From an optimization exercise on the open Yosys and OpenROAD flow, aimed at small area, a short achievable clock period and few clock cycles per item; shortcuts taken in it are not production practice.
The RTL was checked by simulation tests, not by an equivalence proof against the original design.

== harbor ==
==> module simonCipherTop, before the edit <==
module simonCipherTop
(
	input logic clk,
	input logic rstN,
	input logic pktReq,
	input logic [143:0] pktIn,
	output logic pktLoad,
	output logic pktDone,
	output logic pktError,
	output logic outValid,
	output logic [143:0] outPkt
);
localparam int K = 3;			 
localparam int RPC = 4;			 
localparam int STEPS = 44 / RPC;	 
localparam int NW = 2;			 
localparam logic [63:0] z3Seq = {2'b00, 62'b11110000101100111001010001001000000111101001100011010111011011};
logic reqDly;
logic pend;		 
logic okR;		 
logic keyR;
logic twoR;
logic [7:0] expCount;
logic [NW-1:0] n;
logic half;		 
logic [1:0] sAge;	 
logic [63:0] slot [K];
logic [7:0] sCnt [K];
logic go;		 
logic run;
logic [3:0] step;
logic [NW-1:0] nb;	 
logic [127:0] master;
logic [127:0] ks;	 
logic [63:0] lane [K];
logic [7:0] lCnt [K];
logic [NW-1:0] oRem;	 
logic ov;
logic [63:0] outQ [K];
logic [7:0] oCnt [K];
logic reqRise;
logic lastStep;
logic freeNext;
logic pData;
logic pKey;
logic takeS;
logic splitS;		 
logic dbl;		 
logic [NW-1:0] nAfter;
logic halfAfter;
logic goNext;
logic takeKey;
logic take;
logic [RPC-1:0] zStep;	 
logic [32*(RPC+4)-1:0] keys;
logic [63:0] res [K];
assign reqRise = pktReq && !reqDly;
assign lastStep = run && (step == STEPS - 1);
assign freeNext = !go && (!run || lastStep || (step == STEPS - 2));
assign pData = pend && okR && !keyR;
assign pKey = pend && okR && keyR;
assign takeS = pData && !go && (n != K);
assign splitS = twoR && !half && (n == K - 1);
assign dbl = twoR && !half && (n != K - 1);
assign nAfter = !takeS ? n : dbl ? n + 2'd2 : n + 1'b1;
assign halfAfter = takeS ? splitS : half;
assign goNext = !go && freeNext && (nAfter != 0) &&
	((nAfter == K) || halfAfter || pKey || (!takeS && (sAge == 2'd3)));
assign takeKey = pKey && (n == 0) && !go;
assign take = (takeS && !splitS) || takeKey || (pend && !okR);
always_ff @(posedge clk, negedge rstN)
begin
	if (!rstN)
	begin
		reqDly <= 1'b0;
		pend <= 1'b0;
		okR <= 1'b0;
		keyR <= 1'b0;
		twoR <= 1'b0;
		expCount <= '0;
		n <= '0;
		half <= 1'b0;
		sAge <= '0;
		go <= 1'b0;
		run <= 1'b0;
		step <= '0;
		nb <= '0;
		oRem <= '0;
		ov <= 1'b0;
		pktLoad <= 1'b0;
		pktDone <= 1'b0;
		pktError <= 1'b0;
	end
	else
	begin
		reqDly <= pktReq;
		okR <= (pktIn[135:128] == expCount) && (pktIn[139:136] == 4'h3) && !pktIn[140];
		keyR <= pktIn[141];
		twoR <= pktIn[143];
		if (reqRise)
			pend <= 1'b1;
		else if (take)
			pend <= 1'b0;
		pktLoad <= take;
		if (take)
			pktDone <= 1'b0;
		else if (pktLoad)
			pktDone <= 1'b1;
		if (pend && !okR)
			pktError <= 1'b1;
		if (take)
			expCount <= expCount + 1'b1;
		go <= goNext;
		if (go)
			n <= '0;
		else
			n <= nAfter;
		half <= halfAfter;
		if (takeS)
			sAge <= '0;
		else if (sAge != 2'd3)
			sAge <= sAge + 1'b1;
		if (go)
		begin
			run <= 1'b1;
			step <= '0;
			nb <= n;
		end
		else if (run)
		begin
			step <= step + 1'b1;
			if (lastStep)
				run <= 1'b0;
		end
		if (lastStep)
			oRem <= nb;
		else if (oRem != 0)
			oRem <= oRem - 1'b1;
		ov <= lastStep || (oRem > 1);
	end
end
simonKeySchedule #(.RPC(RPC)) keySchedule
(
	.ks(ks),
	.z(zStep),
	.keys(keys)
);
for (genvar i = 0; i < K; i++)
begin : gLane
	simonRoundCore #(.RPC(RPC)) core
	(
		.blkIn(lane[i]),
		.keys(keys[32*RPC-1:0]),
		.blkOut(res[i])
	);
	always_ff @(posedge clk)
	begin
		if (takeS && (n == i))
		begin
			slot[i] <= half ? pktIn[127:64] : pktIn[63:0];
			sCnt[i] <= pktIn[135:128];
		end
		else if (takeS && dbl && (n + 1'b1 == i))
		begin
			slot[i] <= pktIn[127:64];
			sCnt[i] <= pktIn[135:128];
		end
		if (go)
		begin
			lane[i] <= slot[i];
			lCnt[i] <= sCnt[i];
		end
		else
			lane[i] <= res[i];
		if (lastStep || (i == K - 1))
		begin
			outQ[i] <= res[i];
			oCnt[i] <= lCnt[i];
		end
		else
		begin
			outQ[i] <= outQ[(i + 1) % K];
			oCnt[i] <= oCnt[(i + 1) % K];
		end
	end
end
always_ff @(posedge clk)
begin
	if (go)
		zStep <= z3Seq[RPC-1:0];
	else
		zStep <= z3Seq[RPC*(step+1) +: RPC];
	if (takeKey)
		master <= pktIn[127:0];
	if (go)
		ks <= master;
	else
		ks <= keys[32*RPC +: 128];
end
assign outValid = ov;
assign outPkt = {8'h13, oCnt[0], 64'h0, outQ[0]};
endmodule
make LEC_CHECK=0 CAP_MARGIN=20 CORE_MARGIN=2 CORE_UTILIZATION=55 PLACE_DENSITY=0.7 SLEW_MARGIN=70 SYNTH_HIERARCHICAL=1 SYNTH_MINIMUM_KEEP_SIZE=0 finish   # period 10.0 ns
run.sh (not shown) runs the stock make flow with config.mk's settings and CLKGATE_MAP_FILE= SYNTH_SCRIPT=/design/flow/synth_recipe.tcl, a recipe that flattens the netlist after the stock synthesis.
Testbench counts of harbor, summed over its fixed seeds: cycles 2,284, blocks 583.
#### Input delta (fjord over harbor)
--- a/flow/design.v
+++ b/flow/design.v
@@ -148,10 +148,10 @@
 	output logic outValid,
 	output logic [143:0] outPkt
 );
-localparam int K = 3;			 
+localparam int K = 4;			 
 localparam int RPC = 4;			 
 localparam int STEPS = 44 / RPC;	 
-localparam int NW = 2;			 
+localparam int NW = 3;			 
 localparam logic [63:0] z3Seq = {2'b00, 62'b11110000101100111001010001001000000111101001100011010111011011};
 logic reqDly;
 logic pend;		 
[summary]
- harbor → fjord: number of non-clock buffers now sits higher.
- The non-filler instance count after layout in fjord is 1.3 times that in harbor.
- In fjord, via count is higher than in harbor.
- Flip-flop and latch share of the layout cell area: fjord < harbor
- The run showing the smaller number of cells in the design after placement is harbor.
- Timing endpoint of the critical path = ks[110]: harbor; timing endpoint of the critical path = lane[2][58]: fjord
Testbench counts of fjord, summed over its fixed seeds: cycles 1,776, blocks 583.

## static timing again, ports no longer ideal
No port has a modelled driver above. Below, the same layouts with a new extraction and two added sets of constraints. Step 1 (the two cells are an assumption about what drives the block):
set clk [get_ports {clk}]
set_driving_cell -lib_cell sky130_fd_sc_hd__clkbuf_16 $clk
set_driving_cell -lib_cell sky130_fd_sc_hd__buf_2 [delete_from_list [all_inputs] $clk]
Step 2 times the ports against the registers' clock, not the clock port: input delays grow and output delays shrink by t, the midpoint of the rising clock arrivals with the driver on. a / b / c = ideal ports / drivers / drivers and shift; a / b = the first two.
run | t (ns) | setup slack, ns | latest minus earliest clock arrival (ns) | worst data-port slew with drivers (ns)
harbor | 0.788 | 6.249 / 6.249 / 6.249 | 0.029 / 0.030 | 0.08
fjord | 0.798 | 6.069 / 6.069 / 6.069 | 0.050 / 0.050 | 0.08
After both steps setup and hold are still met in every run listed.
